Source: an optimization exercise on an open RTL-to-GDS flow (aim: a short achievable clock period and few clock cycles). Production flows keep margins and buffers that such runs may drop. Function was checked by simulation only, so behaviour that the tests miss may differ from the original. Power figures rest on the tool's default switching activity, not on a simulated workload.

==> run K <==
==> flow/design.v <==
package coreDefs;
  localparam int XLEN       = 32;   
  localparam int REG_ADDR_W = 4;
  localparam int NUM_REGS   = 16;
  localparam int OPC_W      = 5;
  localparam int IMM_W      = 16;   
  localparam int OPC_LSB   = 27;   
  localparam int IMM_BIT   = 26;   
  localparam int RD_LSB    = 22;
  localparam int RS1_LSB   = 18;
  localparam int RS2_LSB   = 14;
  localparam int MOD_U_BIT = 16;   
  localparam int MOD_H_BIT = 17;   
  localparam int OFFSET_W  = 27;   
  typedef enum logic [OPC_W-1:0] {
    OP_ADD = 5'b00000,
    OP_SUB = 5'b00001,
    OP_CMP = 5'b00101,
    OP_AND = 5'b00110,
    OP_OR  = 5'b00111,
    OP_NOT = 5'b01000,
    OP_MOV = 5'b01001,
    OP_LSL = 5'b01010,
    OP_LSR = 5'b01011,
    OP_ASR = 5'b01100,
    OP_NOP = 5'b01101,
    OP_BEQ = 5'b10000,
    OP_BGT = 5'b10001,
    OP_B   = 5'b10010
  } opcodeT;
  typedef enum logic [3:0] {
    ALU_ADD,
    ALU_SUB,
    ALU_CMP,
    ALU_AND,
    ALU_OR,
    ALU_NOT,
    ALU_MOV,
    ALU_LSL,
    ALU_LSR,
    ALU_ASR,
    ALU_NONE
  } aluOpT;
  typedef enum logic [1:0] {
    BR_NONE,
    BR_EQ,
    BR_GT,
    BR_ALWAYS
  } brKindT;
endpackage
`timescale 1ns/1ps
module simpleRiscCore #(
  parameter int IMEM_DEPTH = 256
) (
  input  logic                          clk,
  input  logic                          rst,
  input  logic                          progWr,
  input  logic [$clog2(IMEM_DEPTH)-1:0] progAddr,
  input  logic [31:0]                   progData,
  output logic                          wbValid,
  output logic [3:0]                    wbReg,
  output logic [31:0]                   wbData,
  output logic                          flagGt,
  output logic                          flagEq
);
  localparam logic [3:0] OPI_ADD = 4'd0;
  localparam logic [3:0] OPI_SUB = 4'd1;
  localparam logic [3:0] OPI_AND = 4'd2;
  localparam logic [3:0] OPI_OR  = 4'd3;
  localparam logic [3:0] OPI_NOT = 4'd4;
  localparam logic [3:0] OPI_MOV = 4'd5;
  localparam logic [3:0] OPI_LSL = 4'd6;
  localparam logic [3:0] OPI_LSR = 4'd7;
  localparam logic [3:0] OPI_ASR = 4'd8;
  logic        wV;
  logic [7:0]  wA;
  logic [31:0] wD;
  always_ff @(posedge clk) begin
    wV <= progWr;
    wA <= progAddr;
    wD <= progData;
  end
  logic [4:0]  pdCtl;
  logic        pdBr;
  logic [31:0] pdWord;
  always_comb begin
    pdCtl = 5'b00000;
    case (wD[31:27])
      5'b00000: pdCtl = {1'b1, OPI_ADD};
      5'b00001: pdCtl = {1'b1, OPI_SUB};
      5'b00110: pdCtl = {1'b1, OPI_AND};
      5'b00111: pdCtl = {1'b1, OPI_OR};
      5'b01000: pdCtl = {1'b1, OPI_NOT};
      5'b01001: pdCtl = {1'b1, OPI_MOV};
      5'b01010: pdCtl = {1'b1, OPI_LSL};
      5'b01011: pdCtl = {1'b1, OPI_LSR};
      5'b01100: pdCtl = {1'b1, OPI_ASR};
      5'b00101: pdCtl = 5'b01000;
      5'b10000: pdCtl = 5'b00100;
      5'b10001: pdCtl = 5'b00010;
      5'b10010: pdCtl = 5'b00001;
      default:  pdCtl = 5'b00000;
    endcase
    pdBr   = (wD[31:29] == 3'b100) && (wD[28:27] != 2'b11);
    pdWord = {pdCtl, wD[26:8], pdBr ? (wA + wD[7:0]) : wD[7:0]};
  end
  logic [15:0][31:0] wWord;
  logic [15:0][15:0] wEn;
  always_ff @(posedge clk) begin
    for (int r = 0; r < 16; r++) begin
      if (wV && (wA[7:4] == 4'(r))) begin
        wWord[r] <= pdWord;
      end
      for (int c = 0; c < 16; c++) begin
        wEn[r][c] <= wV && (wA == 8'(16 * r + c));
      end
    end
  end
  logic [15:0][15:0][31:0] imem;
  for (genvar r = 0; r < 16; r++) begin : g_row
    for (genvar c = 0; c < 16; c++) begin : g_col
      always_ff @(posedge clk) begin
        if (wEn[r][c]) begin
          imem[r][c] <= wWord[r];
        end
      end
    end
  end
  logic              go;
  logic [7:0]        pc, pcNext;
  logic [3:0]        selBn, selC, selDn;
  logic [3:0]        selB, selD;
  logic [15:0][31:0] l1;
  logic [15:0]       l1HiOh;
  logic              l1V;
  logic [31:0]       l2;
  logic [31:0]       ir;
  logic              irV;
  assign selB = ~selBn;
  assign selD = ~selDn;
  always_ff @(posedge clk) begin
    for (int g = 0; g < 16; g++) begin
      case (g / 4)
        0:       l1[g] <= imem[g][pc[3:0]];
        1:       l1[g] <= imem[g][selB];
        2:       l1[g] <= imem[g][selC];
        default: l1[g] <= imem[g][selD];
      endcase
      l1HiOh[g] <= (pc[7:4] == 4'(g));
    end
  end
  always_comb begin
    l2 = '0;
    for (int g = 0; g < 16; g++) begin
      l2 = l2 | (l1[g] & {32{l1HiOh[g]}});
    end
  end
  always_ff @(posedge clk or posedge rst) begin
    if (rst) begin
      go  <= 1'b0;
      l1V <= 1'b0;
      irV <= 1'b0;
    end else begin
      go  <= 1'b1;
      l1V <= go;
      irV <= l1V;
    end
  end
  logic        a2Wr;
  logic [3:0]  a2Rd;
  logic        l2FwdA, l2FwdB;
  logic [15:0] ohA, ohB;
  logic        fwdA, fwdB;
  logic [31:0] l2Imm, immV;
  always_comb begin
    case (l2[17:16])
      2'b01:   l2Imm = {16'd0, l2[15:0]};
      2'b10:   l2Imm = {l2[15:0], 16'd0};
      default: l2Imm = {{16{l2[15]}}, l2[15:0]};
    endcase
  end
  assign l2FwdA = a2Wr && (a2Rd == l2[21:18]);
  assign l2FwdB = a2Wr && (a2Rd == l2[17:14]) && !l2[26];
  always_ff @(posedge clk) begin
    ir     <= l2;
    fwdA   <= l2FwdA;
    fwdB   <= l2FwdB;
    immV   <= l2Imm & {32{l2[26]}};
    for (int i = 0; i < 16; i++) begin
      ohA[i] <= (l2[21:18] == 4'(i)) && !l2FwdA;
      ohB[i] <= (l2[17:14] == 4'(i)) && !l2FwdB && !l2[26];
    end
  end
  logic              opWr, opCmp, opBeq, opBgt, opBalw;
  logic [3:0]        opOp;
  logic [3:0]        opRd;
  logic [15:0][31:0] rf;
  logic [31:0]       opA, opB;
  logic [31:0]       rsData;
  assign opWr   = irV & ir[31];
  assign opCmp  = irV & ~ir[31] & ir[30];
  assign opBeq  = irV & ~ir[31] & ir[29];
  assign opBgt  = irV & ~ir[31] & ir[28];
  assign opBalw = irV & ~ir[31] & ir[27];
  assign opOp   = ir[30:27];
  assign opRd   = ir[25:22];
  always_comb begin
    opA = rsData & {32{fwdA}};
    opB = (rsData & {32{fwdB}}) | immV;
    for (int i = 0; i < 16; i++) begin
      opA = opA | (rf[i] & {32{ohA[i]}});
      opB = opB | (rf[i] & {32{ohB[i]}});
    end
  end
  logic [31:0] cmpG0, cmpE0;
  logic [15:0] cmpG1, cmpE1;
  logic [7:0]  cmpG2, cmpE2;
  logic [3:0]  cmpG3, cmpE3;
  logic [1:0]  cmpG4, cmpE4;
  logic        cmpGt, cmpEq;
  assign cmpG0 = {~opA[31] & opB[31], opA[30:0] & ~opB[30:0]};   
  assign cmpE0 = ~(opA ^ opB);
  for (genvar i = 0; i < 16; i++) begin : g_cmp1
    assign cmpG1[i] = cmpG0[2*i+1] | (cmpE0[2*i+1] & cmpG0[2*i]);
    assign cmpE1[i] = cmpE0[2*i+1] & cmpE0[2*i];
  end
  for (genvar i = 0; i < 8; i++) begin : g_cmp2
    assign cmpG2[i] = cmpG1[2*i+1] | (cmpE1[2*i+1] & cmpG1[2*i]);
    assign cmpE2[i] = cmpE1[2*i+1] & cmpE1[2*i];
  end
  logic [7:0] a1G2, a1E2;
  for (genvar i = 0; i < 4; i++) begin : g_cmp3
    assign cmpG3[i] = a1G2[2*i+1] | (a1E2[2*i+1] & a1G2[2*i]);
    assign cmpE3[i] = a1E2[2*i+1] & a1E2[2*i];
  end
  for (genvar i = 0; i < 2; i++) begin : g_cmp4
    assign cmpG4[i] = cmpG3[2*i+1] | (cmpE3[2*i+1] & cmpG3[2*i]);
    assign cmpE4[i] = cmpE3[2*i+1] & cmpE3[2*i];
  end
  assign cmpGt = cmpG4[1] | (cmpE4[1] & cmpG4[0]);
  assign cmpEq = cmpE4[1] & cmpE4[0];
  logic a1Cmp;
  logic flGt, flEq;
  logic curGt, curEq, taken;
  assign curGt = a1Cmp ? cmpGt : flGt;
  assign curEq = a1Cmp ? cmpEq : flEq;
  assign taken = opBalw | (opBeq & curEq) | (opBgt & curGt);
  assign pcNext = !go ? 8'd0 : taken ? ir[7:0] : pc + 8'd1;
  always_ff @(posedge clk or posedge rst) begin
    if (rst) begin
      pc <= '0;
    end else begin
      pc <= pcNext;
    end
  end
  always_ff @(posedge clk or posedge rst) begin
    if (rst) begin
      selBn <= 4'hf;
    end else begin
      selBn <= ~pcNext[3:0];
    end
  end
  always_ff @(posedge clk) begin
    if (rst) begin
      selC  <= 4'h0;
      selDn <= 4'hf;
    end else begin
      selC  <= pcNext[3:0];
      selDn <= ~pcNext[3:0];
    end
  end
  logic        a1Wr;
  logic        a1Sub, a1Add, a1Logic, a1Lsl, a1Lsr, a1Asr;
  logic [1:0]  a1LogSel;
  logic [3:0]  a1Rd;
  logic [31:0] a1A, a1B, a1Bx;
  always_ff @(posedge clk or posedge rst) begin
    if (rst) begin
      a1Wr  <= 1'b0;
      a1Cmp <= 1'b0;
    end else begin
      a1Wr  <= opWr;
      a1Cmp <= opCmp;
    end
  end
  always_ff @(posedge clk) begin
    a1G2     <= cmpG2;
    a1E2     <= cmpE2;
    a1A      <= opA;
    a1B      <= opB;
    a1Bx     <= (opOp == OPI_SUB) ? ~opB : opB;
    a1Rd     <= opRd;
    a1Sub    <= (opOp == OPI_SUB);
    a1Add    <= (opOp == OPI_ADD) || (opOp == OPI_SUB);
    a1Logic  <= (opOp == OPI_AND) || (opOp == OPI_OR) || (opOp == OPI_NOT) || (opOp == OPI_MOV);
    a1LogSel <= opOp[1:0];
    a1Lsl    <= (opOp == OPI_LSL);
    a1Lsr    <= (opOp == OPI_LSR);
    a1Asr    <= (opOp == OPI_ASR);
  end
  always_ff @(posedge clk or posedge rst) begin
    if (rst) begin
      flGt <= 1'b0;
      flEq <= 1'b0;
    end else if (a1Cmp) begin
      flGt <= cmpGt;
      flEq <= cmpEq;
    end
  end
  logic [3:0][8:0] a1S0, a1S1;
  logic [31:0] a1Log;
  logic [31:0] a1Shl, a1Shr;
  logic        a1Sat;
  for (genvar i = 0; i < 4; i++) begin : g_add
    if (i == 0) begin : g_lo
      assign a1S0[i] = {1'b0, a1A[7:0]} + {1'b0, a1Bx[7:0]} + {8'd0, a1Sub};
      assign a1S1[i] = a1S0[i];
    end else begin : g_hi
      assign a1S0[i] = {1'b0, a1A[8*i +: 8]} + {1'b0, a1Bx[8*i +: 8]};
      assign a1S1[i] = {1'b0, a1A[8*i +: 8]} + {1'b0, a1Bx[8*i +: 8]} + 9'd1;
    end
  end
  always_comb begin
    case (a1LogSel)
      2'b10:   a1Log = a1A & a1B;    
      2'b11:   a1Log = a1A | a1B;    
      2'b00:   a1Log = ~a1B;         
      default: a1Log = a1B;          
    endcase
  end
  logic a1Fill;
  assign a1Fill = a1Asr & a1A[31];
  assign a1Sat  = |a1B[31:5];
  assign a1Shl  = a1A << {a1B[4:2], 2'b00};
  assign a1Shr  = 32'($signed({a1Fill, a1A}) >>> {a1B[4:2], 2'b00});
  logic        a2Gt, a2Eq;
  logic        a2Add, a2Logic, a2Lsl, a2Rsh, a2Sat, a2Fill;
  logic [3:0][8:0] a2S0, a2S1;
  logic [31:0] a2Log, a2Shl, a2Shr;
  logic [1:0]  a2Sh;
  always_ff @(posedge clk or posedge rst) begin
    if (rst) begin
      a2Wr <= 1'b0;
    end else begin
      a2Wr <= a1Wr;
    end
  end
  always_ff @(posedge clk) begin
    a2Rd    <= a1Rd;
    a2Gt    <= flGt;
    a2Eq    <= flEq;
    a2Add   <= a1Add;
    a2Logic <= a1Logic;
    a2Lsl   <= a1Lsl;
    a2Rsh   <= a1Lsr | a1Asr;
    a2Sat   <= a1Sat;
    a2Fill  <= a1Fill;
    a2S0    <= a1S0;
    a2S1    <= a1S1;
    a2Log   <= a1Log;
    a2Shl   <= a1Shl;
    a2Shr   <= a1Shr;
    a2Sh    <= a1B[1:0];
  end
  logic [31:0] a2Sum, a2ShlF, a2ShrF, a2Res;
  logic [3:0] a2C;   
  assign a2C[0] = 1'b0;
  assign a2C[1] = a2S0[0][8];
  assign a2C[2] = a2S0[1][8] | (a2S1[1][8] & a2C[1]);
  assign a2C[3] = a2S0[2][8] | (a2S1[2][8] & a2C[2]);
  for (genvar i = 0; i < 4; i++) begin : g_sum
    assign a2Sum[8*i +: 8] = a2C[i] ? a2S1[i][7:0] : a2S0[i][7:0];
  end
  assign a2ShlF = a2Sat ? 32'd0 : (a2Shl << a2Sh);
  assign a2ShrF = a2Sat ? {32{a2Fill}} : 32'($signed({a2Fill, a2Shr}) >>> a2Sh);
  always_comb begin
    a2Res = '0;
    if (a2Add)   a2Res = a2Res | a2Sum;
    if (a2Logic) a2Res = a2Res | a2Log;
    if (a2Lsl)   a2Res = a2Res | a2ShlF;
    if (a2Rsh)   a2Res = a2Res | a2ShrF;
  end
  logic [15:0] rsWen;
  logic        woV;
  logic [3:0]  woRd;
  logic [31:0] woData;
  logic        woGt, woEq;
  always_ff @(posedge clk or posedge rst) begin
    if (rst) begin
      rsWen  <= '0;
      rsData <= '0;
      woV    <= 1'b0;
    end else begin
      for (int i = 0; i < 16; i++) begin
        rsWen[i] <= a2Wr && (a2Rd == 4'(i));
      end
      rsData <= a2Res;
      woV    <= a2Wr;
    end
  end
  always_ff @(posedge clk) begin
    woRd   <= a2Rd;
    woData <= a2Res;
    woGt   <= a2Gt;
    woEq   <= a2Eq;
  end
  for (genvar i = 0; i < 16; i++) begin : g_rf
    always_ff @(posedge clk or posedge rst) begin
      if (rst) begin
        rf[i] <= '0;
      end else if (rsWen[i]) begin
        rf[i] <= rsData;
      end
    end
  end
  assign wbValid = woV;
  assign wbReg   = woRd;
  assign wbData  = woData;
  assign flagGt  = woGt;
  assign flagEq  = woEq;
endmodule
==> flow/run.sh <==
#!/bin/bash
# synth_recipe.tcl (not shown) runs the flow's synth.tcl, then flattens the netlist and writes it again
# the make line also repeats each setting of config.mk as NAME=value (left out here)
make -C /OpenROAD-flow-scripts/flow DESIGN_CONFIG=/design/flow/config.mk WORK_HOME=/design/flow/orfs CLKGATE_MAP_FILE= SYNTH_SCRIPT=/design/flow/synth_recipe.tcl finish
==> flow/config.mk <==
export PLATFORM = sky130hd
export DESIGN_NAME = simpleRiscCore
export DESIGN_NICKNAME = simpleRiscCore
export VERILOG_FILES = /design/flow/design.v
export SDC_FILE = /design/flow/constraint.sdc
export NUM_CORES = 4
export LEC_CHECK = 0
export CAP_MARGIN = 20
export CORE_MARGIN = 2
export CORE_UTILIZATION = 55
export CTS_CLUSTER_SIZE = 30
export PLACE_DENSITY = 0.7
export SETUP_SLACK_MARGIN = 2.0
export SLEW_MARGIN = 30
==> flow/constraint.sdc <==
create_clock -name core_clock -period 4.5 [get_ports {clk}]
set_input_delay 0.9000 -clock core_clock [delete_from_list [all_inputs] [get_ports {clk}]]
set_output_delay 0.9000 -clock core_clock [all_outputs]
set_load 0.01 [all_outputs]
==> run Y: changes against run K <==
--- a/flow/design.v
+++ b/flow/design.v
@@ -72,13 +72,16 @@
   localparam logic [3:0] OPI_LSL = 4'd6;
   localparam logic [3:0] OPI_LSR = 4'd7;
   localparam logic [3:0] OPI_ASR = 4'd8;
-  logic        wV;
   logic [7:0]  wA;
   logic [31:0] wD;
+  logic [15:0] wRowV, wColOh;
   always_ff @(posedge clk) begin
-    wV <= progWr;
     wA <= progAddr;
     wD <= progData;
+    for (int i = 0; i < 16; i++) begin
+      wRowV[i]  <= progWr && (progAddr[7:4] == 4'(i));
+      wColOh[i] <= (progAddr[3:0] == 4'(i));
+    end
   end
   logic [4:0]  pdCtl;
   logic        pdBr;
@@ -108,11 +111,11 @@
   logic [15:0][15:0] wEn;
   always_ff @(posedge clk) begin
     for (int r = 0; r < 16; r++) begin
-      if (wV && (wA[7:4] == 4'(r))) begin
+      if (wRowV[r]) begin
         wWord[r] <= pdWord;
       end
       for (int c = 0; c < 16; c++) begin
-        wEn[r][c] <= wV && (wA == 8'(16 * r + c));
+        wEn[r][c] <= wRowV[r] && wColOh[c];
       end
     end
   end
@@ -128,24 +131,29 @@
   end
   logic              go;
   logic [7:0]        pc, pcNext;
-  logic [3:0]        selBn, selC, selDn;
-  logic [3:0]        selB, selD;
+  logic [15:0]       selLo, selHiN;
   logic [15:0][31:0] l1;
   logic [15:0]       l1HiOh;
   logic              l1V;
   logic [31:0]       l2;
   logic [31:0]       ir;
   logic              irV;
-  assign selB = ~selBn;
-  assign selD = ~selDn;
+  logic [15:0][31:0] l1Next;
+  always_comb begin
+    for (int g = 0; g < 16; g++) begin
+      l1Next[g] = '0;
+      for (int c = 0; c < 16; c++) begin
+        if (g < 8) begin
+          l1Next[g] = l1Next[g] | (imem[g][c] & {32{selLo[c]}});
+        end else begin
+          l1Next[g] = l1Next[g] | (imem[g][c] & {32{~selHiN[c]}});
+        end
+      end
+    end
+  end
   always_ff @(posedge clk) begin
+    l1 <= l1Next;
     for (int g = 0; g < 16; g++) begin
-      case (g / 4)
-        0:       l1[g] <= imem[g][pc[3:0]];
-        1:       l1[g] <= imem[g][selB];
-        2:       l1[g] <= imem[g][selC];
-        default: l1[g] <= imem[g][selD];
-      endcase
       l1HiOh[g] <= (pc[7:4] == 4'(g));
     end
   end
@@ -224,14 +232,14 @@
     assign cmpG1[i] = cmpG0[2*i+1] | (cmpE0[2*i+1] & cmpG0[2*i]);
     assign cmpE1[i] = cmpE0[2*i+1] & cmpE0[2*i];
   end
+  logic [15:0] a1G1, a1E1;
   for (genvar i = 0; i < 8; i++) begin : g_cmp2
-    assign cmpG2[i] = cmpG1[2*i+1] | (cmpE1[2*i+1] & cmpG1[2*i]);
-    assign cmpE2[i] = cmpE1[2*i+1] & cmpE1[2*i];
+    assign cmpG2[i] = a1G1[2*i+1] | (a1E1[2*i+1] & a1G1[2*i]);
+    assign cmpE2[i] = a1E1[2*i+1] & a1E1[2*i];
   end
-  logic [7:0] a1G2, a1E2;
   for (genvar i = 0; i < 4; i++) begin : g_cmp3
-    assign cmpG3[i] = a1G2[2*i+1] | (a1E2[2*i+1] & a1G2[2*i]);
-    assign cmpE3[i] = a1E2[2*i+1] & a1E2[2*i];
+    assign cmpG3[i] = cmpG2[2*i+1] | (cmpE2[2*i+1] & cmpG2[2*i]);
+    assign cmpE3[i] = cmpE2[2*i+1] & cmpE2[2*i];
   end
   for (genvar i = 0; i < 2; i++) begin : g_cmp4
     assign cmpG4[i] = cmpG3[2*i+1] | (cmpE3[2*i+1] & cmpG3[2*i]);
@@ -253,20 +261,10 @@
       pc <= pcNext;
     end
   end
-  always_ff @(posedge clk or posedge rst) begin
-    if (rst) begin
-      selBn <= 4'hf;
-    end else begin
-      selBn <= ~pcNext[3:0];
-    end
-  end
   always_ff @(posedge clk) begin
-    if (rst) begin
-      selC  <= 4'h0;
-      selDn <= 4'hf;
-    end else begin
-      selC  <= pcNext[3:0];
-      selDn <= ~pcNext[3:0];
+    for (int c = 0; c < 16; c++) begin
+      selLo[c]  <= (pcNext[3:0] == 4'(c));
+      selHiN[c] <= (pcNext[3:0] != 4'(c));
     end
   end
   logic        a1Wr;
@@ -284,8 +282,8 @@
     end
   end
   always_ff @(posedge clk) begin
-    a1G2     <= cmpG2;
-    a1E2     <= cmpE2;
+    a1G1     <= cmpG1;
+    a1E1     <= cmpE1;
     a1A      <= opA;
     a1B      <= opB;
     a1Bx     <= (opOp == OPI_SUB) ? ~opB : opB;
@@ -311,14 +309,17 @@
   logic [31:0] a1Log;
   logic [31:0] a1Shl, a1Shr;
   logic        a1Sat;
+  logic [3:0][9:0] a1T0, a1T1;
   for (genvar i = 0; i < 4; i++) begin : g_add
     if (i == 0) begin : g_lo
-      assign a1S0[i] = {1'b0, a1A[7:0]} + {1'b0, a1Bx[7:0]} + {8'd0, a1Sub};
-      assign a1S1[i] = a1S0[i];
+      assign a1T0[i] = {1'b0, a1A[7:0], a1Sub} + {1'b0, a1Bx[7:0], a1Sub};
+      assign a1T1[i] = a1T0[i];
     end else begin : g_hi
-      assign a1S0[i] = {1'b0, a1A[8*i +: 8]} + {1'b0, a1Bx[8*i +: 8]};
-      assign a1S1[i] = {1'b0, a1A[8*i +: 8]} + {1'b0, a1Bx[8*i +: 8]} + 9'd1;
+      assign a1T0[i] = {1'b0, a1A[8*i +: 8], 1'b0} + {1'b0, a1Bx[8*i +: 8], 1'b0};
+      assign a1T1[i] = {1'b0, a1A[8*i +: 8], 1'b1} + {1'b0, a1Bx[8*i +: 8], 1'b1};
     end
+    assign a1S0[i] = a1T0[i][9:1];
+    assign a1S1[i] = a1T1[i][9:1];
   end
   always_comb begin
     case (a1LogSel)
@@ -389,16 +390,15 @@
     if (rst) begin
       rsWen  <= '0;
       rsData <= '0;
-      woV    <= 1'b0;
     end else begin
       for (int i = 0; i < 16; i++) begin
         rsWen[i] <= a2Wr && (a2Rd == 4'(i));
       end
       rsData <= a2Res;
-      woV    <= a2Wr;
     end
   end
   always_ff @(posedge clk) begin
+    woV    <= a2Wr;
     woRd   <= a2Rd;
     woData <= a2Res;
     woGt   <= a2Gt;
==> comparison table <==
quantity                                                       run Y           run K
Run status                                            finished clean  finished clean
Multiplexer share of the synthesized area                     2.183%          15.74%
Final instance area                                     425600 sq um    446600 sq um
Worst slew slack as a fraction of its limit                   16.39%          23.78%
Fraction of the yosys area taken by sequential cells          81.34%          77.49%
Routed length on met2                                      555700 um       525700 um
Storage cell area                                       303100 sq um    301700 sq um
Multi-input logic area                                   64590 sq um     84070 sq um
Flip-flop and latch count after synthesis                     10.61k          10.54k
Antenna violations before repair                                 173             146
Share of total power in the clock network                      35.2%           34.9%
GRT Resource Usage Total                                      36.57%          32.41%
Wire length on met1                                        420100 um       404400 um
Crit Reg-Reg Endpoint                                         l1[48]        immV[25]
Synthesized netlist net count                                 19.89k          18.49k
Buffers, non-clock                                              1063            1146
Count of mapped cells out of synthesis                        19.76k          18.37k
Initial core utilization                                      55.26%          55.20%
Max Fclk                                                  0.3542 GHz      0.3540 GHz
Clock slew at reported path FFs                                70 ps           60 ps
Testbench counts of run K, summed over its fixed seeds: cycles 46,731.
Testbench counts of run Y, summed over its fixed seeds: cycles 46,731.

what the ideal ports hide:
The results above use ideal ports. As a check the final layouts listed here were re-extracted and re-timed, cells and wires unchanged. Step 1 sets driving cells, clkbuf_16 on the clock port and buf_2 on the other inputs (assumed; they add their load-dependent delay and slew). Step 2 moves the port delays by t, midway between the first and last clock arrival at a register: inputs arrive t later, outputs are due t later. That takes back most of the time a late clock gives input paths. a / b / c = ideal / step 1 / step 2; a / b = the first two.
run	t, ns	slack for setup (ns)	hold WS [ns]	worst setup path after step 2
run K	1.329	1.675 / 1.543 / 1.499	0.092 / -0.018 / 0.327	input to register
run Y	1.356	1.677 / 1.677 / 1.677	0.105 / -0.008 / 0.330	register to register
After both steps every run listed still meets setup and hold. For run K, which loses most, drivers alone change the setup slack by -0.132 ns; drivers and shift together by -0.176 ns.
